What follows belongs to an exercise in optimizing a design on an open flow for a short achievable clock period and few clock cycles; a production flow would make more cautious choices.
No functional check of the RTL was part of any run shown here.
No activity file was given, so power comes from the tool's default toggle rates.

## design/flow/design.v

```verilog
package cpu_pkg;
    localparam int WORD_W    = 16;
    localparam int REG_COUNT = 16;
    localparam int IADDR_W   = 11;
    localparam int DADDR_W   = 11;
    localparam logic [2:0] OP_ADDSUB = 3'b000;
    localparam logic [2:0] OP_SLTMUL = 3'b001;
    localparam logic [2:0] OP_LW     = 3'b010;
    localparam logic [2:0] OP_SW     = 3'b011;
    localparam logic [2:0] OP_BEQ    = 3'b100;
    localparam logic [2:0] OP_J      = 3'b101;
endpackage
module cpu_control (
    input  logic [15:0] i_instr,
    output logic        o_uses_rs,
    output logic        o_uses_rt,
    output logic        o_writes,
    output logic [3:0]  o_wr_idx,
    output logic        o_load,
    output logic        o_store,
    output logic        o_mul,
    output logic        o_slt,
    output logic        o_sub,
    output logic        o_cbr,
    output logic        o_uncond
);
    logic [2:0] op;
    logic       same;
    assign op   = i_instr[15:13];
    assign same = (i_instr[12:9] == i_instr[8:5]);
    assign o_load    = (op == cpu_pkg::OP_LW);
    assign o_store   = (op == cpu_pkg::OP_SW);
    assign o_mul     = (op == cpu_pkg::OP_SLTMUL) &&  i_instr[0];
    assign o_slt     = (op == cpu_pkg::OP_SLTMUL) && !i_instr[0];
    assign o_sub     = ((op == cpu_pkg::OP_ADDSUB) && i_instr[0]) || o_slt;
    assign o_cbr     = (op == cpu_pkg::OP_BEQ) && !same;
    assign o_uncond  = (op == cpu_pkg::OP_J) || ((op == cpu_pkg::OP_BEQ) && same);
    assign o_uses_rs = (op == cpu_pkg::OP_ADDSUB) || (op == cpu_pkg::OP_SLTMUL) ||
                       o_load || o_store || o_cbr;
    assign o_uses_rt = (op == cpu_pkg::OP_ADDSUB) || (op == cpu_pkg::OP_SLTMUL) ||
                       o_store || o_cbr;
    assign o_writes  = (op == cpu_pkg::OP_ADDSUB) || (op == cpu_pkg::OP_SLTMUL) || o_load;
    assign o_wr_idx  = o_load ? i_instr[8:5] : i_instr[4:1];
endmodule
module fetch_unit #(
    parameter int N = 4
) (
    input  logic        clk,
    input  logic        rst_n,
    input  logic [10:0] i_pc,
    input  logic        i_ins,
    input  logic [10:0] i_ins_pc,
    input  logic [10:0] i_ins_tgt,
    output logic        o_hit,
    output logic [10:0] o_tgt
);
    logic [N-1:0]  valid_q;
    logic [10:0]   tag_q [N];
    logic [10:0]   tgt_q [N];
    logic [$clog2(N)-1:0] ptr_q;
    always_comb begin
        o_hit = 1'b0;
        o_tgt = '0;
        for (int i = 0; i < N; i++) begin
            if (valid_q[i] && (tag_q[i] == i_pc)) begin
                o_hit = 1'b1;
                o_tgt = o_tgt | tgt_q[i];
            end
        end
    end
    always_ff @(posedge clk or negedge rst_n) begin
        if (!rst_n) begin
            valid_q <= '0;
            ptr_q   <= '0;
        end else if (i_ins) begin
            valid_q[ptr_q] <= 1'b1;
            ptr_q          <= ptr_q + 1'b1;
        end
    end
    always_ff @(posedge clk) begin
        if (i_ins) begin
            tag_q[ptr_q] <= i_ins_pc;
            tgt_q[ptr_q] <= i_ins_tgt;
        end
    end
endmodule
module register_file (
    input  logic        clk,
    input  logic        rst_n,
    input  logic [3:0]  i_rs_idx,
    input  logic [3:0]  i_rt_idx,
    input  logic [3:0]  i_rd_idx,
    input  logic        i_we,
    input  logic [15:0] i_wdata,
    output logic [15:0] o_rs_data,
    output logic [15:0] o_rt_data
);
    logic [15:0] regs [16];
    always_ff @(posedge clk or negedge rst_n) begin
        if (!rst_n) begin
            for (int i = 0; i < 16; i++) begin
                regs[i] <= '0;
            end
        end else if (i_we) begin
            regs[i_rd_idx] <= i_wdata;
        end
    end
    assign o_rs_data = (i_we && (i_rd_idx == i_rs_idx)) ? i_wdata : regs[i_rs_idx];
    assign o_rt_data = (i_we && (i_rd_idx == i_rt_idx)) ? i_wdata : regs[i_rt_idx];
endmodule
module execute_unit (
    input  logic        i_sub,
    input  logic        i_slt,
    input  logic [15:0] i_a,
    input  logic [15:0] i_b,
    input  logic [4:0]  i_imm,
    output logic [15:0] o_alu,
    output logic        o_eq,
    output logic [10:0] o_addr,
    output logic [15:0] o_r0,
    output logic [15:0] o_r1,
    output logic [15:0] o_r2,
    output logic [15:0] o_r3
);
    logic [15:0] sum;
    logic        lt;
    logic [15:0] addr_sum;
    assign sum = i_sub ? (i_a - i_b) : (i_a + i_b);
    assign lt  = (i_a[15] != i_b[15]) ? i_a[15] : sum[15];
    assign o_alu = i_slt ? {15'd0, lt} : sum;
    assign o_eq  = (i_a == i_b);
    assign addr_sum = i_a + {{11{i_imm[4]}}, i_imm};
    assign o_addr   = addr_sum[10:0];
    logic [15:0] pp [16];
    logic [15:0] l1 [11];
    logic [15:0] l2 [8];
    logic [15:0] l3 [6];
    always_comb begin
        for (int i = 0; i < 16; i++) begin
            pp[i] = i_b[i] ? (i_a << i) : 16'd0;
        end
        for (int g = 0; g < 5; g++) begin
            l1[2*g]   = pp[3*g] ^ pp[3*g+1] ^ pp[3*g+2];
            l1[2*g+1] = ((pp[3*g] & pp[3*g+1]) | (pp[3*g] & pp[3*g+2]) | (pp[3*g+1] & pp[3*g+2])) << 1;
        end
        l1[10] = pp[15];
        for (int g = 0; g < 3; g++) begin
            l2[2*g]   = l1[3*g] ^ l1[3*g+1] ^ l1[3*g+2];
            l2[2*g+1] = ((l1[3*g] & l1[3*g+1]) | (l1[3*g] & l1[3*g+2]) | (l1[3*g+1] & l1[3*g+2])) << 1;
        end
        l2[6] = l1[9];
        l2[7] = l1[10];
        for (int g = 0; g < 2; g++) begin
            l3[2*g]   = l2[3*g] ^ l2[3*g+1] ^ l2[3*g+2];
            l3[2*g+1] = ((l2[3*g] & l2[3*g+1]) | (l2[3*g] & l2[3*g+2]) | (l2[3*g+1] & l2[3*g+2])) << 1;
        end
        l3[4] = l2[6];
        l3[5] = l2[7];
        o_r0 = l3[0] ^ l3[1] ^ l3[2];
        o_r1 = ((l3[0] & l3[1]) | (l3[0] & l3[2]) | (l3[1] & l3[2])) << 1;
        o_r2 = l3[3] ^ l3[4] ^ l3[5];
        o_r3 = ((l3[3] & l3[4]) | (l3[3] & l3[5]) | (l3[4] & l3[5])) << 1;
    end
endmodule
module cpu_top (
    input  logic        clk,
    input  logic        rst_n,
    input  logic [15:0] i_imem_data,
    input  logic [15:0] i_dmem_rdata,
    output logic [10:0] o_imem_addr,
    output logic [10:0] o_dmem_addr,
    output logic        o_dmem_we,
    output logic [15:0] o_dmem_wdata,
    output logic        o_io_stall
);
    logic [10:0] pc_q;
    logic        fv;             
    logic [10:0] pc_d;
    logic        btb_hit;
    logic [10:0] btb_tgt;
    logic        p_q;
    logic [10:0] pnpc_q;         
    logic        ppred_q;        
    logic        i_uncond;
    logic        i_redirect;
    logic [10:0] i_tgt;
    logic        s0_v, s1_v;
    logic [15:0] s0_i, s1_i;
    logic [10:0] s0_npc, s1_npc;
    logic        d_v;
    logic [15:0] d_i;
    logic [10:0] d_npc;
    logic        stall;
    logic        d_take;
    logic        d_uses_rs, d_uses_rt, d_writes, d_load, d_store, d_mul, d_slt, d_sub, d_cbr, d_uncond;
    logic [3:0]  d_wr;
    logic [3:0]  d_rs, d_rt;
    logic [15:0] rf_rs, rf_rt;
    logic        e_v, e_writes, e_load, e_store, e_mul, e_slt, e_sub, e_cbr;
    logic [3:0]  e_wr;
    logic [15:0] e_a_q, e_b_q;
    logic        e_fm_a, e_fw_a, e_fm_b, e_fw_b;
    logic [4:0]  e_imm;
    logic [10:0] e_tgt;
    logic [15:0] e_a, e_b;
    logic [15:0] e_alu;
    logic        e_eq;
    logic [10:0] e_addr;
    logic [15:0] e_r0, e_r1, e_r2, e_r3;
    logic        flush;
    logic        m_v, m_writes, m_load, m_mul, m_we;
    logic [3:0]  m_wr;
    logic [15:0] m_res, m_wdata;
    logic [10:0] m_addr;
    logic [15:0] m_r0, m_r1, m_r2, m_r3;
    logic [15:0] m_prod;
    logic        w_writes, w_load;
    logic [3:0]  w_wr;
    logic [15:0] w_res;
    logic [15:0] w_val;
    assign o_imem_addr = pc_q;
    assign fv = !(s0_v && (s1_v || p_q));
    fetch_unit #(.N(4)) u_btb (
        .clk       (clk),
        .rst_n     (rst_n),
        .i_pc      (pc_q),
        .i_ins     (p_q && i_uncond && !ppred_q),
        .i_ins_pc  (pnpc_q - 11'd1),
        .i_ins_tgt (i_tgt),
        .o_hit     (btb_hit),
        .o_tgt     (btb_tgt)
    );
    always_comb begin
        if (flush)           pc_d = e_tgt;
        else if (i_redirect) pc_d = i_tgt;
        else if (!fv)        pc_d = pc_q;
        else if (btb_hit)    pc_d = btb_tgt;
        else                 pc_d = pc_q + 11'd1;
    end
    always_ff @(posedge clk or negedge rst_n) begin
        if (!rst_n) begin
            pc_q    <= '0;
            p_q     <= 1'b0;
            pnpc_q  <= '0;
            ppred_q <= 1'b0;
        end else begin
            pc_q    <= pc_d;
            p_q     <= fv && !flush && !i_redirect;
            pnpc_q  <= pc_q + 11'd1;
            ppred_q <= btb_hit;
        end
    end
    assign i_uncond   = (i_imem_data[15:13] == cpu_pkg::OP_J) ||
                        ((i_imem_data[15:13] == cpu_pkg::OP_BEQ) && (i_imem_data[12:9] == i_imem_data[8:5]));
    assign i_tgt      = (i_imem_data[15:13] == cpu_pkg::OP_J) ? i_imem_data[11:1] :
                        pnpc_q + {{6{i_imem_data[4]}}, i_imem_data[4:0]};
    assign i_redirect = p_q && i_uncond && !ppred_q && !flush;
    assign d_take = !stall;
    always_ff @(posedge clk or negedge rst_n) begin
        if (!rst_n) begin
            s0_v <= 1'b0;
            s1_v <= 1'b0;
            d_v  <= 1'b0;
        end else if (flush) begin
            s0_v <= 1'b0;
            s1_v <= 1'b0;
            d_v  <= 1'b0;
        end else if (d_take) begin
            if (s0_v) begin
                d_v  <= 1'b1;
                s0_v <= s1_v || p_q;
                s1_v <= s1_v && p_q;
            end else begin
                d_v  <= p_q;
            end
        end else begin
            if (!s0_v)      s0_v <= p_q;
            else if (!s1_v) s1_v <= p_q;
        end
    end
    always_ff @(posedge clk) begin
        if (d_take) begin
            if (s0_v) begin
                d_i    <= s0_i;
                d_npc  <= s0_npc;
                if (s1_v) begin
                    s0_i   <= s1_i;
                    s0_npc <= s1_npc;
                    s1_i   <= i_imem_data;
                    s1_npc <= pnpc_q;
                end else begin
                    s0_i   <= i_imem_data;
                    s0_npc <= pnpc_q;
                end
            end else begin
                d_i   <= i_imem_data;
                d_npc <= pnpc_q;
            end
        end else begin
            if (!s0_v) begin
                s0_i   <= i_imem_data;
                s0_npc <= pnpc_q;
            end else if (!s1_v) begin
                s1_i   <= i_imem_data;
                s1_npc <= pnpc_q;
            end
        end
    end
    assign d_rs = d_i[12:9];
    assign d_rt = d_i[8:5];
    cpu_control u_dec (
        .i_instr   (d_i),
        .o_uses_rs (d_uses_rs),
        .o_uses_rt (d_uses_rt),
        .o_writes  (d_writes),
        .o_wr_idx  (d_wr),
        .o_load    (d_load),
        .o_store   (d_store),
        .o_mul     (d_mul),
        .o_slt     (d_slt),
        .o_sub     (d_sub),
        .o_cbr     (d_cbr),
        .o_uncond  (d_uncond)
    );
    register_file u_regfile (
        .clk       (clk),
        .rst_n     (rst_n),
        .i_rs_idx  (d_rs),
        .i_rt_idx  (d_rt),
        .i_rd_idx  (w_wr),
        .i_we      (w_writes),
        .i_wdata   (w_val),
        .o_rs_data (rf_rs),
        .o_rt_data (rf_rt)
    );
    logic hz_rs, hz_rt;
    assign hz_rs = d_uses_rs && ((e_writes && (e_load || e_mul) && (e_wr == d_rs)) ||
                                 (m_writes && m_load && (m_wr == d_rs)));
    assign hz_rt = d_uses_rt && ((e_writes && (e_load || e_mul) && (e_wr == d_rt)) ||
                                 (m_writes && m_load && (m_wr == d_rt)));
    assign stall = d_v && (hz_rs || hz_rt);
    always_ff @(posedge clk or negedge rst_n) begin
        if (!rst_n) begin
            e_v      <= 1'b0;
            e_writes <= 1'b0;
            e_load   <= 1'b0;
            e_store  <= 1'b0;
            e_mul    <= 1'b0;
            e_cbr    <= 1'b0;
        end else begin
            e_v      <= d_v && !stall && !flush;
            e_writes <= d_v && !stall && !flush && d_writes;
            e_load   <= d_load;
            e_store  <= d_v && !stall && !flush && d_store;
            e_mul    <= d_mul;
            e_cbr    <= d_v && !stall && !flush && d_cbr;
        end
    end
    always_ff @(posedge clk) begin
        e_slt  <= d_slt;
        e_sub  <= d_sub;
        e_wr   <= d_wr;
        e_imm  <= d_i[4:0];
        e_tgt  <= d_npc + {{6{d_i[4]}}, d_i[4:0]};
        e_a_q  <= rf_rs;
        e_b_q  <= rf_rt;
        e_fm_a <= e_writes && (e_wr == d_rs);
        e_fw_a <= m_writes && (m_wr == d_rs);
        e_fm_b <= e_writes && (e_wr == d_rt);
        e_fw_b <= m_writes && (m_wr == d_rt);
    end
    assign e_a = e_fm_a ? m_res : (e_fw_a ? w_res : e_a_q);
    assign e_b = e_fm_b ? m_res : (e_fw_b ? w_res : e_b_q);
    execute_unit u_execute (
        .i_sub  (e_sub),
        .i_slt  (e_slt),
        .i_a    (e_a),
        .i_b    (e_b),
        .i_imm  (e_imm),
        .o_alu  (e_alu),
        .o_eq   (e_eq),
        .o_addr (e_addr),
        .o_r0   (e_r0),
        .o_r1   (e_r1),
        .o_r2   (e_r2),
        .o_r3   (e_r3)
    );
    assign flush = e_cbr && e_eq;
    always_ff @(posedge clk or negedge rst_n) begin
        if (!rst_n) begin
            m_v      <= 1'b0;
            m_writes <= 1'b0;
            m_we     <= 1'b0;
        end else begin
            m_v      <= e_v;
            m_writes <= e_writes;
            m_we     <= e_store;
        end
    end
    always_ff @(posedge clk) begin
        m_load  <= e_load;
        m_mul   <= e_mul;
        m_wr    <= e_wr;
        m_res   <= e_alu;
        m_addr  <= e_addr;
        m_wdata <= e_b;
        m_r0    <= e_r0;
        m_r1    <= e_r1;
        m_r2    <= e_r2;
        m_r3    <= e_r3;
    end
    assign o_dmem_addr  = m_addr;
    assign o_dmem_we    = m_we;
    assign o_dmem_wdata = m_wdata;
    assign o_io_stall   = !m_v;
    logic [15:0] m_s, m_c, m_s2, m_c2;
    always_comb begin
        m_s    = m_r0 ^ m_r1 ^ m_r2;
        m_c    = ((m_r0 & m_r1) | (m_r0 & m_r2) | (m_r1 & m_r2)) << 1;
        m_s2   = m_s ^ m_c ^ m_r3;
        m_c2   = ((m_s & m_c) | (m_s & m_r3) | (m_c & m_r3)) << 1;
        m_prod = m_s2 + m_c2;
    end
    always_ff @(posedge clk or negedge rst_n) begin
        if (!rst_n) begin
            w_writes <= 1'b0;
        end else begin
            w_writes <= m_writes;
        end
    end
    always_ff @(posedge clk) begin
        w_load <= m_load;
        w_wr   <= m_wr;
        w_res  <= m_mul ? m_prod : m_res;
    end
    assign w_val = w_load ? i_dmem_rdata : w_res;
endmodule
```

## design/flow/run.sh

```bash
#!/bin/bash
# synth_recipe.tcl (not shown) runs the flow's synth.tcl, then flattens the netlist and writes it again
# the make line also repeats each setting of config.mk as NAME=value (left out here)
make -C /OpenROAD-flow-scripts/flow DESIGN_CONFIG=/design/flow/config.mk WORK_HOME=/design/flow/orfs CLKGATE_MAP_FILE= SYNTH_SCRIPT=/design/flow/synth_recipe.tcl finish
```

## design/flow/config.mk

```make
export PLATFORM = sky130hd
export DESIGN_NAME = cpu_top
export DESIGN_NICKNAME = cpu_top
export VERILOG_FILES = /design/flow/design.v
export SDC_FILE = /design/flow/constraint.sdc
export NUM_CORES = 4
export LEC_CHECK = 0
export CAP_MARGIN = 20
export CORE_MARGIN = 2
export CORE_UTILIZATION = 40
export SLEW_MARGIN = 20
```

## design/flow/constraint.sdc

```tcl
create_clock -name core_clock -period 5.5 [get_ports {clk}]
set_input_delay 1.1000 -clock core_clock [delete_from_list [all_inputs] [get_ports {clk}]]
set_output_delay 1.1000 -clock core_clock [all_outputs]
set_load 0.01 [all_outputs]
```

==> results of run 1 <==
==> state kept, by name, summed over array words and instances, names as in the netlist, 16 cells and up <==
signal / cells
d_i: 16
e_a_q: 16
e_b_q: 16
m_r0: 16
m_res: 16
m_wdata: 16
s0_i: 16
s1_i: 16
u_btb.tag_q: 44
u_btb.tgt_q: 44
u_regfile.regs: 256
w_res: 16
==> synth_stat cells (7+ instances only) <==
master	number	area share, %
sky130_fd_sc_hd__a211oi_1	7	0.16
sky130_fd_sc_hd__a21o_1	18	0.41
sky130_fd_sc_hd__a21oi_1	251	3.8
sky130_fd_sc_hd__a221oi_1	25	0.67
sky130_fd_sc_hd__a22o_1	22	0.59
sky130_fd_sc_hd__a22oi_1	203	4.6
sky130_fd_sc_hd__and2_1	19	0.36
sky130_fd_sc_hd__buf_2	28	0.43
sky130_fd_sc_hd__buf_4	13	0.30
sky130_fd_sc_hd__buf_6	11	0.38
sky130_fd_sc_hd__clkbuf_1	128	1.5
sky130_fd_sc_hd__dfrtp_1	299	23
sky130_fd_sc_hd__dfxtp_1	162	9.9
sky130_fd_sc_hd__edfxtp_1	169	15
sky130_fd_sc_hd__fa_1	89	5.4
sky130_fd_sc_hd__ha_1	108	4.1
sky130_fd_sc_hd__inv_1	133	1.5
sky130_fd_sc_hd__mux2_1	20	0.69
sky130_fd_sc_hd__mux2_2	59	2.0
sky130_fd_sc_hd__mux2i_1	107	3.3
sky130_fd_sc_hd__nand2_1	280	3.2
sky130_fd_sc_hd__nand2b_1	21	0.40
sky130_fd_sc_hd__nand3_1	37	0.56
sky130_fd_sc_hd__nand3b_1	14	0.32
sky130_fd_sc_hd__nand4_1	67	1.3
sky130_fd_sc_hd__nor2_1	300	3.4
sky130_fd_sc_hd__nor2b_1	17	0.32
sky130_fd_sc_hd__nor3_1	25	0.38
sky130_fd_sc_hd__nor3_2	9	0.27
sky130_fd_sc_hd__o211ai_1	8	0.18
sky130_fd_sc_hd__o21a_1	44	1.0
sky130_fd_sc_hd__o21ai_0	134	2.0
sky130_fd_sc_hd__o21ai_1	7	0.11
sky130_fd_sc_hd__o21bai_1	9	0.21
sky130_fd_sc_hd__o22ai_1	34	0.65
sky130_fd_sc_hd__o31ai_1	11	0.25
sky130_fd_sc_hd__or2_2	7	0.13
sky130_fd_sc_hd__xnor2_1	119	3.2
sky130_fd_sc_hd__xor2_1	45	1.2
==> worst max path at each step <==
| stage | from | to | slack (ns) | cells after the start |
|---|---|---|---|---|
| detailed placement | e_fw_a | m_r0[15] | 0.97 | 15 |
| global route | e_fw_a | m_r0[15] | 0.61 | 15 |
| global placement | e_fw_a | m_r0[15] | 1.08 | 15 |
| CTS | e_fw_a | m_r0[15] | 0.92 | 15 |
| finish | e_fw_a | m_r0[15] | 0.89 | 15 |
| floorplan | e_fm_b | m_r0[15] | 1.65 | 17 |
==> logic make-up (layout without fill, tap and decap cells) <==
| group | count (synthesis) | in the layout |
|---|---|---|
| AND/OR/NAND/NOR | 834 | 834 |
| adder cells (fa/ha/maj) | 197 | 197 |
| flip-flops | 630 | 630 |
| other | 0 | 1 |
| XOR/XNOR | 164 | 164 |
| buffers and inverters | 320 | 439 |
| AO/OA/AOI/OAI | 819 | 819 |
| multiplexers | 189 | 189 |
==> layout make-up <==
class                      count  area [um^2]
fill                        7675        44300
multi-input combinational   2203        15800
sequential                   630        15800
timing repair buffer         166         1450
tap                         1070         1340
clock inverter                32          343
antenna                        1         2.50
inverter                     137          514
clock buffer                 104         2180
==> per-stage QoR <==
stage / instances / worst slack, ns / total power, uW / hold WS (ns)
CTS: 4342 / 0.920 / 28700 / 0.358
floorplan: 3153 / 1.65 / 18700 / 0.331
global route: 4342 / 0.610 / 31200 / 0.361
finish: 4343 / 0.888 / 28600 / 0.351
detailed placement: 4206 / 0.967 / 23600 / 0.335
global placement: 4206 / 1.08 / 23300 / 0.333
==> per-layer routing <==
metal / vias up / track usage (%)
li1: 11400 / -
met1: 12200 / 34.7
met2: 1160 / 37.4
met3: 307 / 5.01
met4: 0 / 9.62
met5: - / 0
==> worst max-delay path, cell delays in order (launching register included) <==
cell and delay, ns:
sky130_fd_sc_hd__dfxtp_1 0.63, sky130_fd_sc_hd__buf_4 0.29, sky130_fd_sc_hd__mux2i_1 0.11, sky130_fd_sc_hd__o21ai_2 0.49, sky130_fd_sc_hd__ha_1 0.34, sky130_fd_sc_hd__inv_1 0.10
sky130_fd_sc_hd__fa_1 0.48, sky130_fd_sc_hd__fa_1 0.52, sky130_fd_sc_hd__fa_1 0.45, sky130_fd_sc_hd__xnor2_1 0.18, sky130_fd_sc_hd__xnor2_1 0.16, sky130_fd_sc_hd__xnor2_1 0.16
sky130_fd_sc_hd__xnor2_1 0.15, sky130_fd_sc_hd__xnor2_1 0.16, sky130_fd_sc_hd__xnor2_1 0.16, sky130_fd_sc_hd__xnor2_1 0.14
==> report_power, final <==
part / internal (uW) / switching (uW)
registers: 7030 / 1800
clock network: 2980 / 2050
logic: 6170 / 8560
total: 16200 / 12400
==> summary.txt, run 1 <==
Outcome
The run finished with no timing, DRC or antenna violations.

Drt
Wire segments on met3 add up to 8730 um in the final route. The first TritonRoute pass finished after 7 iterations. The count of nets left with antenna violations once routing finished came out at 0.

The residual DRC count is 0. After detailed routing, the met2 layer carries 46,100 um of wire. Signal routing reaches up to met4.

For this block, the routed nets add up to 105,000 um of wire. The met1 wire length is 46,500 um. The DRC marker count from the first detailed-route iteration is 2,785. The average detailed-routed wire length per instance is 24.2 um. The routed via count divided by cell count is ~5.8. The routed layout has 25,100 vias.

Yosys
The cell area that synthesis handed to floorplanning was 32,900 um^2. Of the post-synthesis cell area, the part taken by muxes is under 10%. The area fraction in and, or, nand and nor cells after synthesis is 11.7%. The post-synthesis instance total is 3,153.

The total nets after synthesis is 3,384. In this run, synthesis produced a sequential element count of 630. The combinational family with the most area after synthesis is compound AO/OA/AOI/OAI gates. The count of distinct cell types in the synthesized netlist is 86. Of all flip-flops after synthesis, the portion carrying an async set or reset was 47.5%. The area share of fa/ha/maj cells after synthesis is approximately a tenth. For this run, the number of Yosys warnings is 9. The share of the Yosys chip area taken by registers is 48.1%.

The predominant post-synthesis flop cell is sky130_fd_sc_hd__dfrtp_1. The synthesized area per cell is 10.4 um^2. The compound-cell area share of the yosys netlist is 16.0%. The synthesized netlist devotes 4.37% of its cell area to XOR and XNOR gates.

The number of flops mapped to enable cells by yosys is between 150 and 200.

Placement
Port buffering added 73 buffers. At the end of routability-driven placement, the weighted congestion stood at 0.929. The instance area after placement is 34,900 um^2. The detailed placement HPWL is 69,000 um.

Floorplanning
The die extent in x is between 200 and 300 um. The floorplan step defined a die boundary enclosing 84,500 um^2. The core region is 81,700 um^2. The vertical die dimension is 291 um. The number of placement rows is approximately 110. The count of pins on the block boundary is 74.

The initial core utilization is 40.2%.

STA
Headroom to the max-slew limit came out at 20.1%. In the final timing run, aggregate negative setup slack is 0 ns. The post-layout minimum cycle time is roughly 4.6 ns. The top achievable clock speed is between 200 and 250 MHz. The transition time at the pin with the least slew margin is roughly 1.2 ns. The number of pins exceeding their max-slew limit in the final report is 0. Setup violations remaining at the end of the flow were counted as 0.

Setup repair after global routing left no endpoint under its margin. The post-route clock period utilization is a little over four fifths. The number of hold violations in the final report came to 0. The post-route clock skew is 0.0168 ns.

Critical path
Data on the critical path arrives at its endpoint at 5.14 ns. The worst endpoint required time is 6.03 ns. The capture point of the worst reg-to-reg path is m_r0[15]. In this run the critical register-to-register path is launched from e_fw_a. The worst setup path is launched from a flip-flop. STA classifies the critical path endpoint as a flip-flop.

The setup path with the least slack is of type flip-flop to flip-flop. Along the worst path, the maximum fanout reaches 11. The depth of the worst register-to-register path is 15. The minimum setup slack among reg-to-reg paths is 0.89 ns.

Clocking
The number of buffers created by CTS is 74. The cts-stage hold buffer count is 0. The number of gates resized after cts is 0. The TritonCTS clock tree is yes. The H-tree depth is 3. The clock transition at the registers of the reported paths is 0.06 ns. Clock latency on the worst-skew pair, taken at its later pin, is between 0.6 and 0.7 ns. The root cell of the clock tree is sky130_fd_sc_hd__clkbuf_16. Buffers added to address setup during post-CTS repair amount to 0. The number of sinks handled by clock tree synthesis is 630.

The buffer depth of the longest clock path is 3.

Power
In this run the static leakage power is 0.0147 uW. The maximum ir drop on the vdd rail is 0.000550 V. In this run the power density over the cells is 764 nW/um^2.

Finish
In the final layout, the share of cells above drive strength 1 is 10.4%. The leading cell type in the layout, fill and taps excluded is sky130_fd_sc_hd__dfrtp_1. The design area is 37,400 um^2. In the layout the commonest cells are sky130_fd_sc_hd__dfrtp_1 (299), sky130_fd_sc_hd__nor2_1 (291), sky130_fd_sc_hd__nand2_1 (280), sky130_fd_sc_hd__a21oi_1 (251), sky130_fd_sc_hd__a22oi_1 (203).

Once layout is complete, the utilization of the core stands at 45.8%. Compared with the post-synthesis result, the final layout area differs by 13.8%. The number of nets at the end of the flow is 3,443.

Job
The count of maximum capacitance violations is 0.

Global routing
The first-pass GRT wire length is approximately 160,000 um. The number of global-route vias before repair is 24,800. In the global route stage, overall resource usage came out at between 20% and 30%. The largest net degree at the start of global routing is 112. The total congestion overflow is 0. The number of antenna violations at the first check in global routing was 0.

Hold path
The startpoint identified for the worst hold timing path is e_v. The worst hold path terminates at m_v. Counting instances, the worst hold path has a depth of 0. The path type of the worst min-delay path is flip-flop to flip-flop.
==> run 2: changes to the inputs <==
--- a/design/flow/config.mk
+++ b/design/flow/config.mk
@@ -5,7 +5,10 @@
 export SDC_FILE = /design/flow/constraint.sdc
 export NUM_CORES = 4
 export LEC_CHECK = 0
+export ABC_CLOCK_PERIOD_IN_PS = 2000
 export CAP_MARGIN = 20
 export CORE_MARGIN = 2
 export CORE_UTILIZATION = 40
+export SETUP_SLACK_MARGIN = 3.4
 export SLEW_MARGIN = 20
+export TNS_END_PERCENT = 100
==> summary.txt, run 2 <==
Drt
The total via count in the routed design is 28,600 (+14%). The number of nets with antenna violations after routing is 0 (unchanged). The number of detailed-routing iterations run before antenna repair was 9 (+2). The routed via count divided by cell count came to 5.99 (+3.8%).

The residual DRC count is 0 (unchanged). The DRC marker count from the first detailed-route iteration is 3,680 (+32%). The average detailed-routed wire length per instance is 26.4 um (+8.8%). The total wirelength of the detailed-routed design is 126,000 um (+20%).

Yosys
The area share of the leading cell type in the synthesized netlist came to 22.8% (unchanged). By area the synthesized netlist is led by sky130_fd_sc_hd__dfrtp_1 (23%), sky130_fd_sc_hd__edfxtp_1 (15%), sky130_fd_sc_hd__dfxtp_1 (9.9%), sky130_fd_sc_hd__fa_1 (5.4%), sky130_fd_sc_hd__a22oi_1 (4.6%). Of all cell types, the one taking the most synthesized area is sky130_fd_sc_hd__dfrtp_1.

The async set-reset flop share out of synthesis is 47.5% (unchanged). Among all cell types in the netlist, the one instantiated most often is sky130_fd_sc_hd__nor2_1. The count of distinct cell types in the synthesized netlist is 86 (unchanged). The synthesized area per cell is 10.4 um^2 (unchanged). For this run, the leading register cell type out of synthesis is sky130_fd_sc_hd__dfrtp_1. The post-synthesis instance total is 3,153 (unchanged). The total nets after synthesis is 3,384 (unchanged). The sequential-to-total area share from yosys stat was 48.1% (unchanged). The netlist area before placement was 32,900 um^2 (unchanged). The number of flops mapped to enable cells by yosys came to 169 (unchanged).

The number of synthesized register bits is 630 (unchanged). The total number of yosys warnings is 9 (unchanged). Ranked by instance count, the synthesized netlist is headed by sky130_fd_sc_hd__nor2_1 (300), sky130_fd_sc_hd__dfrtp_1 (299), sky130_fd_sc_hd__nand2_1 (280).

Finish
The library cells used most frequently in the layout, excluding fill and tap cells, are sky130_fd_sc_hd__dfrtp_1 (283), sky130_fd_sc_hd__buf_4 (267), sky130_fd_sc_hd__nor2_1 (262), sky130_fd_sc_hd__nand2_1 (236), sky130_fd_sc_hd__a21oi_1 (205). The layout cell share with drive strength beyond 1 is 37.4% (+27 points). Leaving out fill and tap cells, the most frequent cell in the layout is sky130_fd_sc_hd__dfrtp_1.

The number of nets at the end of the flow is 3,878 (+13%). The area growth from synthesis to final layout is 39.3%. The utilization after layout is 56.0% (+10 points).

u_regfile.regs holds more flip-flops than any other register. The flip-flop count of the largest register after layout came to 256 (unchanged). The design area is 45,800 um^2 (+22%). The count of non-filler cells in the finished layout was 4,777 (+10%). The largest registers in the layout are u_regfile.regs x256, u_btb.tag_q x44, u_btb.tgt_q x44.

The number of fillers in the final layout is 6,679 (-13%).

Floorplanning
The die footprint came to 84,500 um^2 (unchanged). The number of placement rows is 105 (unchanged). The die extent in x came to 291 um (unchanged). The count of pins on the block boundary is 74 (unchanged).

The vertical die dimension is 291 um (unchanged). The initial core utilization came to 40.2% (unchanged). The area of the core region was 81,700 um^2 (unchanged).

Clocking
The cts-stage hold buffer count is 0 (unchanged). The number of buffers created by CTS was 72 (-2.7%). TritonCTS built the clock tree.

The number of sinks handled by clock tree synthesis came to 630 (unchanged). The clock network latency to the later pin of the worst-skew pair is 0.63 ns (about the same). The H-tree depth is 3 (unchanged). CTS placed an instance of sky130_fd_sc_hd__clkbuf_16 at the clock tree root. The buffer depth of the longest clock path is 3 (unchanged). The clock transition at the registers of the reported paths is 0.06 ns (about the same).

Placement
The cell count after placement came to 4,193 (-0.31%). The number of port buffers was 73 (unchanged). The worst slack at placement is 0.920 ns (-0.0471 ns).

The instance area after placement was 35,500 um^2 (+1.8%). The detailed placement HPWL is 68,700 um (-0.41%). The routability-driven placement congestion ratio came to 0.913 (-1.7%).

STA
The post-layout minimum cycle time is 3.73 ns (-0.880 ns). The worst relative slew slack is 31.3% (+11 points). The post-route clock period utilization was 67.9% (-16 points).

The transition time at the pin with the least slew margin came to 1.03 ns (-0.165 ns). The number of pins exceeding their max-slew limit in the final report is 0 (unchanged). The final worst setup slack was 1.77 ns (+0.880 ns).

The top achievable clock speed is 268 MHz (+24%). The number of hold violations in the final report is 0 (unchanged). The count of endpoints failing setup in the final report was 0 (unchanged). Setup repair after global routing could not meet its margin everywhere. The setup TNS after final layout was 0 ns (unchanged). The post-route clock skew was 0.0323 ns (+0.0155 ns).

Hold path
The worst hold path terminates at m_v. The number of cells on the worst hold path was 0 (unchanged). The start point of the worst min-delay path is e_v.

The tightest min-delay check is of the flip-flop to flip-flop type.

Critical path
The origin of the critical flop-to-flop path is e_fw_b. The worst setup path is launched from a flip-flop. The critical path endpoint category is a flip-flop. The arrival time at the worst endpoint was 4.27 ns (-0.87 ns). The start-to-end type of the worst setup path is flip-flop to flip-flop. The minimum setup slack among reg-to-reg paths came to 1.77 ns (+0.88 ns).

The maximum net fanout on the critical path came to 6 (-5). The worst endpoint required time is 6.04 ns (about the same). The capture point of the worst reg-to-reg path is m_r0[15]. The depth of the worst register-to-register path came to 15 (unchanged).

Global routing
The largest net degree at the start of global routing is 107 (-4.5%). The number of antenna violations at the first check in global routing is 1 (+1). The first-pass GRT wire length is 178,000 um (+12%). The overall track demand over capacity in global routing was 27.9% (+3.2 points). The number of global-route vias before repair came to 27,500 (+11%). The total congestion overflow came to 0 (unchanged).

Power
The maximum ir drop on the vdd rail came to 0.000591 V (+7.6%). The leakage power figure came to 0.0181 uW (+23%). The cell area power density was 759 nW/um^2 (-0.77%).

Outcome
The run finished with no timing, DRC or antenna violations.

Job
The count of maximum capacitance violations was 0 (unchanged).
==> run 2: cell counts after synthesis <==
Identical to the previous run, type by type.
==> run 2: power by group <==
part / switching (uW) / leakage (uW) / internal [uW]
sequential: 1850 / 0.00620 / 7060
combinational: 11200 / 0.0107 / 9760
clock: 2070 / 0.00118 / 2830
total: 15100 / 0.0181 / 19700
==> run 2: area by class of cell <==
type                       instances  area, um^2  share of cell area, %
inverter                         137         579                   1.27
timing repair inverter             1        16.3                 0.0355
multi-input combinational       2214       19200                   42.0
timing repair buffer             591        6340                   13.8
sequential                       630       15900                   34.7
antenna                            1        2.50                0.00547
clock buffer                      94        2010                   4.38
clock inverter                    39         384                  0.839
tap                             1070        1340                   2.92
==> run 2: worst max path at each step <==
stage	start	endpoint	slack [ns]	depth (start not counted)
finish	e_fw_b	m_r0[15]	1.77	15
CTS	e_fw_b	m_r0[15]	1.79	16
detailed placement	e_fm_a	m_r0[15]	0.92	13
floorplan	e_fw_b	m_r0[15]	1.82	17
global route	e_fw_b	m_r0[15]	1.57	13
global placement	e_fm_a	m_r0[15]	0.98	13
==> run 2: cells by family (layout without fill, tap and decap cells) <==
kind of cell / Yosys count / in the layout / share of synthesized area (%)
AND/OR/NAND/NOR: 834 / 844 / 11.7
AO/OA/AOI/OAI: 819 / 820 / 16.0
flip-flops: 630 / 630 / 48.1
buffers and inverters: 320 / 862 / 4.16
adder cells (fa/ha/maj): 197 / 197 / 9.53
multiplexers: 189 / 189 / 6.17
XOR/XNOR: 164 / 164 / 4.37
other: 0 / 1 / 0
==> run 2: critical path, cell delays in order, from the launching register on <==
cell and delay (ns):
sky130_fd_sc_hd__dfxtp_4 0.41, sky130_fd_sc_hd__buf_4 0.16, sky130_fd_sc_hd__mux2i_1 0.20, sky130_fd_sc_hd__o21a_2 0.29
sky130_fd_sc_hd__nor2_1 0.10, sky130_fd_sc_hd__fa_1 0.48, sky130_fd_sc_hd__fa_1 0.56, sky130_fd_sc_hd__inv_2 0.04
sky130_fd_sc_hd__fa_2 0.34, sky130_fd_sc_hd__xnor2_2 0.14, sky130_fd_sc_hd__xnor2_1 0.16, sky130_fd_sc_hd__xnor2_1 0.16
sky130_fd_sc_hd__xnor2_1 0.16, sky130_fd_sc_hd__xnor2_1 0.16, sky130_fd_sc_hd__xnor2_1 0.15, sky130_fd_sc_hd__xnor2_1 0.13
==> run 2: repair_timing <==
item | CTS | global route
pin swaps | 213 | 210
resized for setup | 791 | 392
gates cloned | 28 | 15
buffers inserted | 296 | 111
endpoints found under the setup margin | 462 | 450
==> run 2: per-layer routing <==
| layer | track usage (%) | routed length, um |
|---|---|---|
| met4 | 12.4 | 6340 |
| met5 | 0 | 0 |
| met3 | 6.34 | 13600 |
| met2 | 42.0 | 55500 |
| met1 | 38.4 | 50500 |
==> run 2: stage by stage <==
stage / hold slack, ns / total power, uW
after floorplan: 0.331 / 19500
after global placement: 0.338 / 23900
after detailed placement: 0.337 / 24200
after CTS: 0.361 / 32400
after global routing: 0.365 / 37300
final: 0.363 / 34700
==> run 3: changes to the inputs <==
--- a/design/flow/design.v
+++ b/design/flow/design.v
@@ -111,33 +111,63 @@
 module execute_unit (
     input  logic        i_sub,
     input  logic        i_slt,
-    input  logic [15:0] i_a,
+    input  logic [15:0] i_a,       
     input  logic [15:0] i_b,
+    input  logic [15:0] i_ca,      
+    input  logic [15:0] i_cb,
+    input  logic [15:0] i_ga,      
+    input  logic [15:0] i_ma,      
+    input  logic [15:0] i_mb,
     input  logic [4:0]  i_imm,
     output logic [15:0] o_alu,
     output logic        o_eq,
     output logic [10:0] o_addr,
-    output logic [15:0] o_r0,
-    output logic [15:0] o_r1,
-    output logic [15:0] o_r2,
-    output logic [15:0] o_r3
+    output logic [7:0][15:0] o_rows
 );
     logic [15:0] sum;
     logic        lt;
     logic [15:0] addr_sum;
-    assign sum = i_sub ? (i_a - i_b) : (i_a + i_b);
+    logic [15:0] bx;
+    logic [15:0] g0, p0, gc;
+    logic [15:0] g1, p1, g2, p2, g3, p3, g4;
+    logic [15:0] cy;
+    assign bx = i_b ^ {16{i_sub}};
+    assign g0 = i_a & bx;
+    assign p0 = i_a ^ bx;
+    always_comb begin
+        gc = g0;
+        gc[0] = g0[0] | (p0[0] & i_sub);
+        for (int i = 0; i < 16; i++) begin
+            g1[i] = (i >= 1) ? (gc[i] | (p0[i] & gc[i-1])) : gc[i];
+            p1[i] = (i >= 1) ? (p0[i] & p0[i-1]) : 1'b0;
+        end
+        for (int i = 0; i < 16; i++) begin
+            g2[i] = (i >= 2) ? (g1[i] | (p1[i] & g1[i-2])) : g1[i];
+            p2[i] = (i >= 2) ? (p1[i] & p1[i-2]) : 1'b0;
+        end
+        for (int i = 0; i < 16; i++) begin
+            g3[i] = (i >= 4) ? (g2[i] | (p2[i] & g2[i-4])) : g2[i];
+            p3[i] = (i >= 4) ? (p2[i] & p2[i-4]) : 1'b0;
+        end
+        for (int i = 0; i < 16; i++) begin
+            g4[i] = (i >= 8) ? (g3[i] | (p3[i] & g3[i-8])) : g3[i];
+        end
+        cy[0] = i_sub;
+        for (int i = 1; i < 16; i++) begin
+            cy[i] = g4[i-1];
+        end
+    end
+    assign sum = p0 ^ cy;
     assign lt  = (i_a[15] != i_b[15]) ? i_a[15] : sum[15];
     assign o_alu = i_slt ? {15'd0, lt} : sum;
-    assign o_eq  = (i_a == i_b);
-    assign addr_sum = i_a + {{11{i_imm[4]}}, i_imm};
+    assign o_eq  = (i_ca == i_cb);
+    assign addr_sum = i_ga + {{11{i_imm[4]}}, i_imm};
     assign o_addr   = addr_sum[10:0];
     logic [15:0] pp [16];
     logic [15:0] l1 [11];
-    logic [15:0] l2 [8];
-    logic [15:0] l3 [6];
     always_comb begin
         for (int i = 0; i < 16; i++) begin
-            pp[i] = i_b[i] ? (i_a << i) : 16'd0;
+            pp[i] = i_mb[i] ? (i_ma << i) : 16'd0;
         end
         for (int g = 0; g < 5; g++) begin
             l1[2*g]   = pp[3*g] ^ pp[3*g+1] ^ pp[3*g+2];
@@ -145,21 +175,11 @@
         end
         l1[10] = pp[15];
         for (int g = 0; g < 3; g++) begin
-            l2[2*g]   = l1[3*g] ^ l1[3*g+1] ^ l1[3*g+2];
-            l2[2*g+1] = ((l1[3*g] & l1[3*g+1]) | (l1[3*g] & l1[3*g+2]) | (l1[3*g+1] & l1[3*g+2])) << 1;
+            o_rows[2*g]   = l1[3*g] ^ l1[3*g+1] ^ l1[3*g+2];
+            o_rows[2*g+1] = ((l1[3*g] & l1[3*g+1]) | (l1[3*g] & l1[3*g+2]) | (l1[3*g+1] & l1[3*g+2])) << 1;
         end
-        l2[6] = l1[9];
-        l2[7] = l1[10];
-        for (int g = 0; g < 2; g++) begin
-            l3[2*g]   = l2[3*g] ^ l2[3*g+1] ^ l2[3*g+2];
-            l3[2*g+1] = ((l2[3*g] & l2[3*g+1]) | (l2[3*g] & l2[3*g+2]) | (l2[3*g+1] & l2[3*g+2])) << 1;
-        end
-        l3[4] = l2[6];
-        l3[5] = l2[7];
-        o_r0 = l3[0] ^ l3[1] ^ l3[2];
-        o_r1 = ((l3[0] & l3[1]) | (l3[0] & l3[2]) | (l3[1] & l3[2])) << 1;
-        o_r2 = l3[3] ^ l3[4] ^ l3[5];
-        o_r3 = ((l3[3] & l3[4]) | (l3[3] & l3[5]) | (l3[4] & l3[5])) << 1;
+        o_rows[6] = l1[9];
+        o_rows[7] = l1[10];
     end
 endmodule
 module cpu_top (
@@ -200,24 +220,31 @@
     logic [3:0]  e_wr;
     logic [15:0] e_a_q, e_b_q;
     logic        e_fm_a, e_fw_a, e_fm_b, e_fw_b;
+    logic        e_fm_ca, e_fw_ca, e_fm_cb, e_fw_cb;
+    logic        e_fm_ga, e_fw_ga, e_fm_sb, e_fw_sb;
+    logic        e_fm_ma, e_fw_ma, e_fm_mb, e_fw_mb;
+    logic [15:0] e_ca, e_cb, e_ga, e_sb, e_ma, e_mb;
     logic [4:0]  e_imm;
     logic [10:0] e_tgt;
     logic [15:0] e_a, e_b;
     logic [15:0] e_alu;
     logic        e_eq;
     logic [10:0] e_addr;
-    logic [15:0] e_r0, e_r1, e_r2, e_r3;
+    logic [7:0][15:0] e_rows;
     logic        flush;
     logic        m_v, m_writes, m_load, m_mul, m_we;
     logic [3:0]  m_wr;
     logic [15:0] m_res, m_wdata;
     logic [10:0] m_addr;
-    logic [15:0] m_r0, m_r1, m_r2, m_r3;
-    logic [15:0] m_prod;
+    logic [7:0][15:0] m_rows;
+    logic [2:0][15:0] m_r;
     logic        w_writes, w_load;
     logic [3:0]  w_wr;
     logic [15:0] w_res;
     logic [15:0] w_val;
+    logic        w_mul;
+    logic [2:0][15:0] w_r;
+    logic [15:0] w_prod;
     assign o_imem_addr = pc_q;
     assign fv = !(s0_v && (s1_v || p_q));
     fetch_unit #(.N(4)) u_btb (
@@ -335,9 +362,9 @@
     );
     logic hz_rs, hz_rt;
     assign hz_rs = d_uses_rs && ((e_writes && (e_load || e_mul) && (e_wr == d_rs)) ||
-                                 (m_writes && m_load && (m_wr == d_rs)));
+                                 (m_writes && (m_load || m_mul) && (m_wr == d_rs)));
     assign hz_rt = d_uses_rt && ((e_writes && (e_load || e_mul) && (e_wr == d_rt)) ||
-                                 (m_writes && m_load && (m_wr == d_rt)));
+                                 (m_writes && (m_load || m_mul) && (m_wr == d_rt)));
     assign stall = d_v && (hz_rs || hz_rt);
     always_ff @(posedge clk or negedge rst_n) begin
         if (!rst_n) begin
@@ -368,22 +395,42 @@
         e_fw_a <= m_writes && (m_wr == d_rs);
         e_fm_b <= e_writes && (e_wr == d_rt);
         e_fw_b <= m_writes && (m_wr == d_rt);
+        e_fm_ca <= e_writes && (e_wr == d_rs) && d_cbr;
+        e_fw_ca <= m_writes && (m_wr == d_rs) && d_cbr;
+        e_fm_cb <= e_writes && (e_wr == d_rt) && d_cbr;
+        e_fw_cb <= m_writes && (m_wr == d_rt) && d_cbr;
+        e_fm_ga <= e_writes && (e_wr == d_rs) && (d_load || d_store);
+        e_fw_ga <= m_writes && (m_wr == d_rs) && (d_load || d_store);
+        e_fm_sb <= e_writes && (e_wr == d_rt) && d_store;
+        e_fw_sb <= m_writes && (m_wr == d_rt) && d_store;
+        e_fm_ma <= e_writes && (e_wr == d_rs) && d_mul;
+        e_fw_ma <= m_writes && (m_wr == d_rs) && d_mul;
+        e_fm_mb <= e_writes && (e_wr == d_rt) && d_mul;
+        e_fw_mb <= m_writes && (m_wr == d_rt) && d_mul;
     end
     assign e_a = e_fm_a ? m_res : (e_fw_a ? w_res : e_a_q);
     assign e_b = e_fm_b ? m_res : (e_fw_b ? w_res : e_b_q);
+    assign e_ca = e_fm_ca ? m_res : (e_fw_ca ? w_res : e_a_q);
+    assign e_cb = e_fm_cb ? m_res : (e_fw_cb ? w_res : e_b_q);
+    assign e_ga = e_fm_ga ? m_res : (e_fw_ga ? w_res : e_a_q);
+    assign e_sb = e_fm_sb ? m_res : (e_fw_sb ? w_res : e_b_q);
+    assign e_ma = e_fm_ma ? m_res : (e_fw_ma ? w_res : e_a_q);
+    assign e_mb = e_fm_mb ? m_res : (e_fw_mb ? w_res : e_b_q);
     execute_unit u_execute (
         .i_sub  (e_sub),
         .i_slt  (e_slt),
         .i_a    (e_a),
         .i_b    (e_b),
+        .i_ca   (e_ca),
+        .i_cb   (e_cb),
+        .i_ga   (e_ga),
+        .i_ma   (e_ma),
+        .i_mb   (e_mb),
         .i_imm  (e_imm),
         .o_alu  (e_alu),
         .o_eq   (e_eq),
         .o_addr (e_addr),
-        .o_r0   (e_r0),
-        .o_r1   (e_r1),
-        .o_r2   (e_r2),
-        .o_r3   (e_r3)
+        .o_rows (e_rows)
     );
     assign flush = e_cbr && e_eq;
     always_ff @(posedge clk or negedge rst_n) begin
@@ -403,23 +450,30 @@
         m_wr    <= e_wr;
         m_res   <= e_alu;
         m_addr  <= e_addr;
-        m_wdata <= e_b;
-        m_r0    <= e_r0;
-        m_r1    <= e_r1;
-        m_r2    <= e_r2;
-        m_r3    <= e_r3;
+        m_wdata <= e_sb;
+        m_rows  <= e_rows;
     end
     assign o_dmem_addr  = m_addr;
     assign o_dmem_we    = m_we;
     assign o_dmem_wdata = m_wdata;
     assign o_io_stall   = !m_v;
-    logic [15:0] m_s, m_c, m_s2, m_c2;
+    logic [15:0] l3 [6];
+    logic [15:0] l4 [4];
     always_comb begin
-        m_s    = m_r0 ^ m_r1 ^ m_r2;
-        m_c    = ((m_r0 & m_r1) | (m_r0 & m_r2) | (m_r1 & m_r2)) << 1;
-        m_s2   = m_s ^ m_c ^ m_r3;
-        m_c2   = ((m_s & m_c) | (m_s & m_r3) | (m_c & m_r3)) << 1;
-        m_prod = m_s2 + m_c2;
+        for (int g = 0; g < 2; g++) begin
+            l3[2*g]   = m_rows[3*g] ^ m_rows[3*g+1] ^ m_rows[3*g+2];
+            l3[2*g+1] = ((m_rows[3*g] & m_rows[3*g+1]) | (m_rows[3*g] & m_rows[3*g+2]) |
+                         (m_rows[3*g+1] & m_rows[3*g+2])) << 1;
+        end
+        l3[4] = m_rows[6];
+        l3[5] = m_rows[7];
+        for (int g = 0; g < 2; g++) begin
+            l4[2*g]   = l3[3*g] ^ l3[3*g+1] ^ l3[3*g+2];
+            l4[2*g+1] = ((l3[3*g] & l3[3*g+1]) | (l3[3*g] & l3[3*g+2]) | (l3[3*g+1] & l3[3*g+2])) << 1;
+        end
+        m_r[0] = l4[0] ^ l4[1] ^ l4[2];
+        m_r[1] = ((l4[0] & l4[1]) | (l4[0] & l4[2]) | (l4[1] & l4[2])) << 1;
+        m_r[2] = l4[3];
     end
     always_ff @(posedge clk or negedge rst_n) begin
         if (!rst_n) begin
@@ -431,7 +485,13 @@
     always_ff @(posedge clk) begin
         w_load <= m_load;
         w_wr   <= m_wr;
-        w_res  <= m_mul ? m_prod : m_res;
-    end
-    assign w_val = w_load ? i_dmem_rdata : w_res;
+        w_mul  <= m_mul;
+        w_res  <= m_res;
+        w_r    <= m_r;
+    end
+    logic [15:0] w_s, w_c;
+    assign w_s    = w_r[0] ^ w_r[1] ^ w_r[2];
+    assign w_c    = ((w_r[0] & w_r[1]) | (w_r[0] & w_r[2]) | (w_r[1] & w_r[2])) << 1;
+    assign w_prod = w_s + w_c;
+    assign w_val  = w_load ? i_dmem_rdata : (w_mul ? w_prod : w_res);
 endmodule
==> summary.txt, run 3 <==
Yosys
The count of distinct cell types in the synthesized netlist is 77 (-10%). The netlist area before placement was 35,400 um^2 (+7.7%). The total number of yosys warnings came to 9 (unchanged).

By area the synthesized netlist is led by sky130_fd_sc_hd__dfrtp_1 (21%), sky130_fd_sc_hd__edfxtp_1 (14%), sky130_fd_sc_hd__dfxtp_1 (13%), sky130_fd_sc_hd__mux2i_1 (5.5%), sky130_fd_sc_hd__o21ai_0 (5.5%). In the synthesized netlist, the cells that appear most often are sky130_fd_sc_hd__nand2_1 (457), sky130_fd_sc_hd__o21ai_0 (387), sky130_fd_sc_hd__dfrtp_1 (299). In the post-synthesis netlist, the cell with the most instances is sky130_fd_sc_hd__nand2_1.

The post-synthesis instance total is 3,478 (+10%). The area share of the leading cell type in the synthesized netlist is 21.1% (-1.6 points). The synthesized area per cell is 10.2 um^2 (-2.3%). Of all cell types, the one taking the most synthesized area is sky130_fd_sc_hd__dfrtp_1. Among all flip-flop cells after synthesis, the most frequent one is sky130_fd_sc_hd__dfrtp_1.

The sequential-to-total area share from yosys stat is 48.5% (+0.45 points). The number of flops mapped to enable cells by yosys was 169 (unchanged). The total nets after synthesis is 3,692 (+9.1%). The number of synthesized register bits is 699 (+11%). The async set-reset flop share out of synthesis is 42.8% (-4.7 points).

Clocking
The number of buffers created by CTS came to 76 (+5.6%). The cts-stage hold buffer count came to 0 (unchanged). In this run the clock root is driven by a sky130_fd_sc_hd__clkbuf_16. The buffer depth of the longest clock path is 3 (unchanged). The H-tree depth is 3 (unchanged). The clock network latency to the later pin of the worst-skew pair came to 0.66 ns (+0.03 ns). The number of sinks handled by clock tree synthesis is 699 (+11%). The clock transition at the registers of the reported paths came to 0.06 ns (about the same).

The TritonCTS clock tree is yes.

Global routing
The number of antenna violations at the first check in global routing is 4 (+3). The number of global-route vias before repair is 29,800 (+8.5%). The total congestion overflow is 0 (unchanged). The largest net degree at the start of global routing came to 99 (-7.5%).

The overall track demand over capacity in global routing was 28.1% (+0.20 points). The first-pass GRT wire length was 190,000 um (+7.1%).

STA
The count of endpoints failing setup in the final report is 0 (unchanged). The post-route clock period utilization is 57.2% (-11 points). The number of pins exceeding their max-slew limit in the final report came to 0 (unchanged). The number of hold violations in the final report came to 0 (unchanged).

The transition time at the pin with the least slew margin came to 0.898 ns (-0.131 ns). The post-route clock skew is 0.0190 ns (-0.0134 ns). The top achievable clock speed came to 318 MHz (+19%). The worst relative slew slack is 40.1% (+8.9 points). The post-layout minimum cycle time is 3.15 ns (-0.584 ns). Setup repair after global routing could not meet its margin everywhere. The setup TNS after final layout is 0 ns (unchanged).

Critical path
The maximum net fanout on the critical path is 6 (unchanged). The number of buffers and inverters on the critical path is 1 (-1). The worst setup path is captured at a flip-flop. The instance count on the critical path is 14 (-1). The depth of the worst register-to-register path is 14 (-1). By startpoint and endpoint, the worst setup path is classified as flip-flop to flip-flop. Among all stages on the critical path, the largest delay is contributed by sky130_fd_sc_hd__dfxtp_4. The longest individual stage delay on the worst path is 0.40 ns (-0.16 ns). Among cell families on the critical path, the largest total delay comes from compound AO/OA/AOI/OAI gates.

The arrival time at the worst endpoint is 3.69 ns (-0.58 ns). The worst endpoint required time is 6.04 ns (about the same). STA classifies the critical path startpoint as a flip-flop. Walking the worst path, the cells encountered are buf_8 -> mux2i_1 -> o21ai_1 -> xor2_1 -> ha_1 -> nor2b_4 -> o21ai_1 -> nand2b_1 -> a21o_1 -> a21o_1 -> a21oi_4 -> o311ai_4 -> o31ai_2 -> mux2_2.

Finish
More flip-flops sit in one register than any other, and that register is u_regfile.regs. The largest registers in the layout are u_regfile.regs x256, m_rows x63. In the layout the commonest cells are sky130_fd_sc_hd__nand2_1 (425), sky130_fd_sc_hd__dfrtp_1 (280), sky130_fd_sc_hd__buf_4 (266), sky130_fd_sc_hd__o21ai_0 (240), sky130_fd_sc_hd__a22oi_1 (179). The number of nets at the end of the flow was 4,152 (+7.1%).

The flip-flop count of the largest register after layout was 256 (unchanged). The area growth from synthesis to final layout is 37.6%. Leaving out fill and tap cells, the most frequent cell in the layout is sky130_fd_sc_hd__nand2_1. The layout cell share with drive strength beyond 1 is 35.1% (-2.3 points).

The utilization after layout is 55.3% (-0.73 points).

Floorplanning
The die footprint is 90,900 um^2 (+7.6%). The initial core utilization came to 40.2% (about the same). The number of placement rows is 109 (+3.8%). The area of the core region is 88,100 um^2 (+7.8%). The count of pins on the block boundary was 74 (unchanged).

The vertical die dimension came to 302 um (+3.7%). The die extent in x is 302 um (+3.7%).

Outcome
The flow ran to the end and the layout has no timing, DRC or antenna violations.

Placement
The number of port buffers came to 73 (unchanged). The routability-driven placement congestion ratio is 0.896 (-1.9%). The detailed placement HPWL is 72,200 um (+5.2%).

Drt
The residual DRC count is 0 (unchanged). The routed via count divided by cell count was 5.94 (-0.90%). The number of nets with antenna violations after routing is 0 (unchanged). The total wirelength of the detailed-routed design is 136,000 um (+7.8%). The average detailed-routed wire length per instance is 26.3 um (-0.33%). The total via count in the routed design came to 30,700 (+7.2%). The DRC marker count from the first detailed-route iteration is 3,776 (+2.6%). The number of detailed-routing iterations run before antenna repair is 6 (-3).

Power
The cell area power density was 684 nW/um^2 (-9.9%). The maximum ir drop on the vdd rail is 0.000430 V (-27%). The leakage power figure came to 0.0198 uW (+9.5%).

Hold path
The number of cells on the worst hold path was 0 (unchanged). The tightest min-delay check is of the flip-flop to flip-flop type.

Job
The count of maximum capacitance violations is 0 (unchanged).
==> run 3: cell count changes after synthesis, sizes merged, moves of 50 or more <==
cell    delta
o21ai    +252
clkbuf    +50
a21oi    -138
dfxtp     +69
nand2    +177
mux2i     +87
nor2      -74
==> run 3: report_power, final <==
part	internal, uW	leakage [uW]	switching [uW]
logic	8130	0.0116	9240
clock network	3190	0.00129	2250
registers	7900	0.00697	2590
==> run 3: stage by stage <==
| step | power (uW) | hold slack, ns | cells | area (um^2) | worst slack [ns] |
|---|---|---|---|---|---|
| 3_5_place_dp | 22400 | 0.322 | 4544 | 37900 | 1.56 |
| 6_report | 33300 | 0.329 | 5169 | 48700 | 2.35 |
| 5_1_grt | 35100 | 0.336 | 5166 | 48700 | 2.21 |
| 4_1_cts | 31000 | 0.330 | 5039 | 46100 | 2.40 |
| 3_3_place_gp | 22200 | 0.315 | 4544 | 37900 | 1.59 |
| 2_1_floorplan | 18100 | 0.310 | 3478 | 36500 | 2.44 |
==> run 3: worst paths after layout <==
check,endpoint,startpoint,slack [ns]
max,m_res[14],e_fw_b,2.35
min reg2reg,w_r[0],m_rows[0],0.33
min,w_r[0],m_rows[0],0.33
min in group asynchronous,u_regfile.regs[11][11],rst_n,0.49
max reg2reg,m_res[14],e_fw_b,2.35
max in group asynchronous,pc_q[4],rst_n,3.93
==> run 3: area by class of cell <==
cell class	count	area, um^2
Fill cell	7308	39400
Multi-Input combinational cell	2461	20100
Sequential cell	699	17300
Timing Repair Buffer	602	6800
Clock buffer	110	2280
Tap cell	1165	1460
Inverter	98	384
Clock inverter	31	375
Antenna cell	3	7.51
==> run 3: cell families after synthesis <==
kind of cell	share of synthesized area, %
AND/OR/NAND/NOR	11.1
AO/OA/AOI/OAI	15.6
flip-flops	48.5
buffers and inverters	3.92
multiplexers	7.76
XOR/XNOR	4.89
adder cells (fa/ha/maj)	8.23
==> run 3: worst reg2reg max path: stages, from the launching register on <==
cell                       delay (ns)
sky130_fd_sc_hd__dfxtp_4         0.40
sky130_fd_sc_hd__buf_8           0.15
sky130_fd_sc_hd__mux2i_1         0.19
sky130_fd_sc_hd__o21ai_1         0.09
sky130_fd_sc_hd__xor2_1          0.15
sky130_fd_sc_hd__ha_1            0.38
sky130_fd_sc_hd__nor2b_4         0.16
sky130_fd_sc_hd__o21ai_1         0.13
sky130_fd_sc_hd__nand2b_1        0.10
sky130_fd_sc_hd__a21o_1          0.17
sky130_fd_sc_hd__a21o_1          0.20
sky130_fd_sc_hd__a21oi_4         0.18
sky130_fd_sc_hd__o311ai_4        0.12
sky130_fd_sc_hd__o31ai_2         0.27
sky130_fd_sc_hd__mux2_2          0.35
==> run 3: per-layer routing <==
layer	wire length, um	part of all wire (%)	GRT usage [%]	vias to the layer above
met5	81	0.060	0.635	-
li1	-	-	-	13300
met2	60300	44	43.1	1934
met4	7680	5.7	14.0	2
met3	15400	11	7.67	531
met1	52400	39	36.5	14900
==> run 3: repair_timing <==
| item | in CTS | in global routing |
|---|---|---|
| resized for setup | 758 | 400 |
| setup endpoints to repair | 612 | 621 |
| setup buffers | 309 | 112 |
| cloned | 45 | 15 |
| pin swaps | 166 | 171 |

port drivers added, routing unchanged:
The results above use ideal ports. As a check the final layouts listed here were re-extracted and re-timed, cells and wires unchanged.
Step 1 assumes that a clkbuf_16 drives the clock port and a buf_2 every other input.
Step 2 adds t to the input delays and takes it off the output delays; t is the mean of the earliest and latest rising clock arrival at the registers after step 1. Input paths then give back, and output paths get back, about the clock's delay inside the block.
a / b / c = ideal ports / drivers / drivers and shift; a / b = the first two.
run	t, ns	setup slack, ns	hold slack, ns	worst setup path after step 2	worst data-port slew with drivers (ns)
run 1	0.678	0.888 / 0.888 / 0.888	0.351 / 0.351 / 0.351	register to register	0.06
run 2	0.689	1.767 / 1.767 / 1.767	0.363 / 0.363 / 0.363	register to register	0.06
run 3	0.718	2.351 / 2.351 / 2.115	0.329 / 0.329 / 0.329	input to register	0.18
After both steps every run listed still meets setup and hold. For run 3, which loses most, drivers alone change the setup slack by 0.000 ns; drivers and shift together by -0.236 ns.
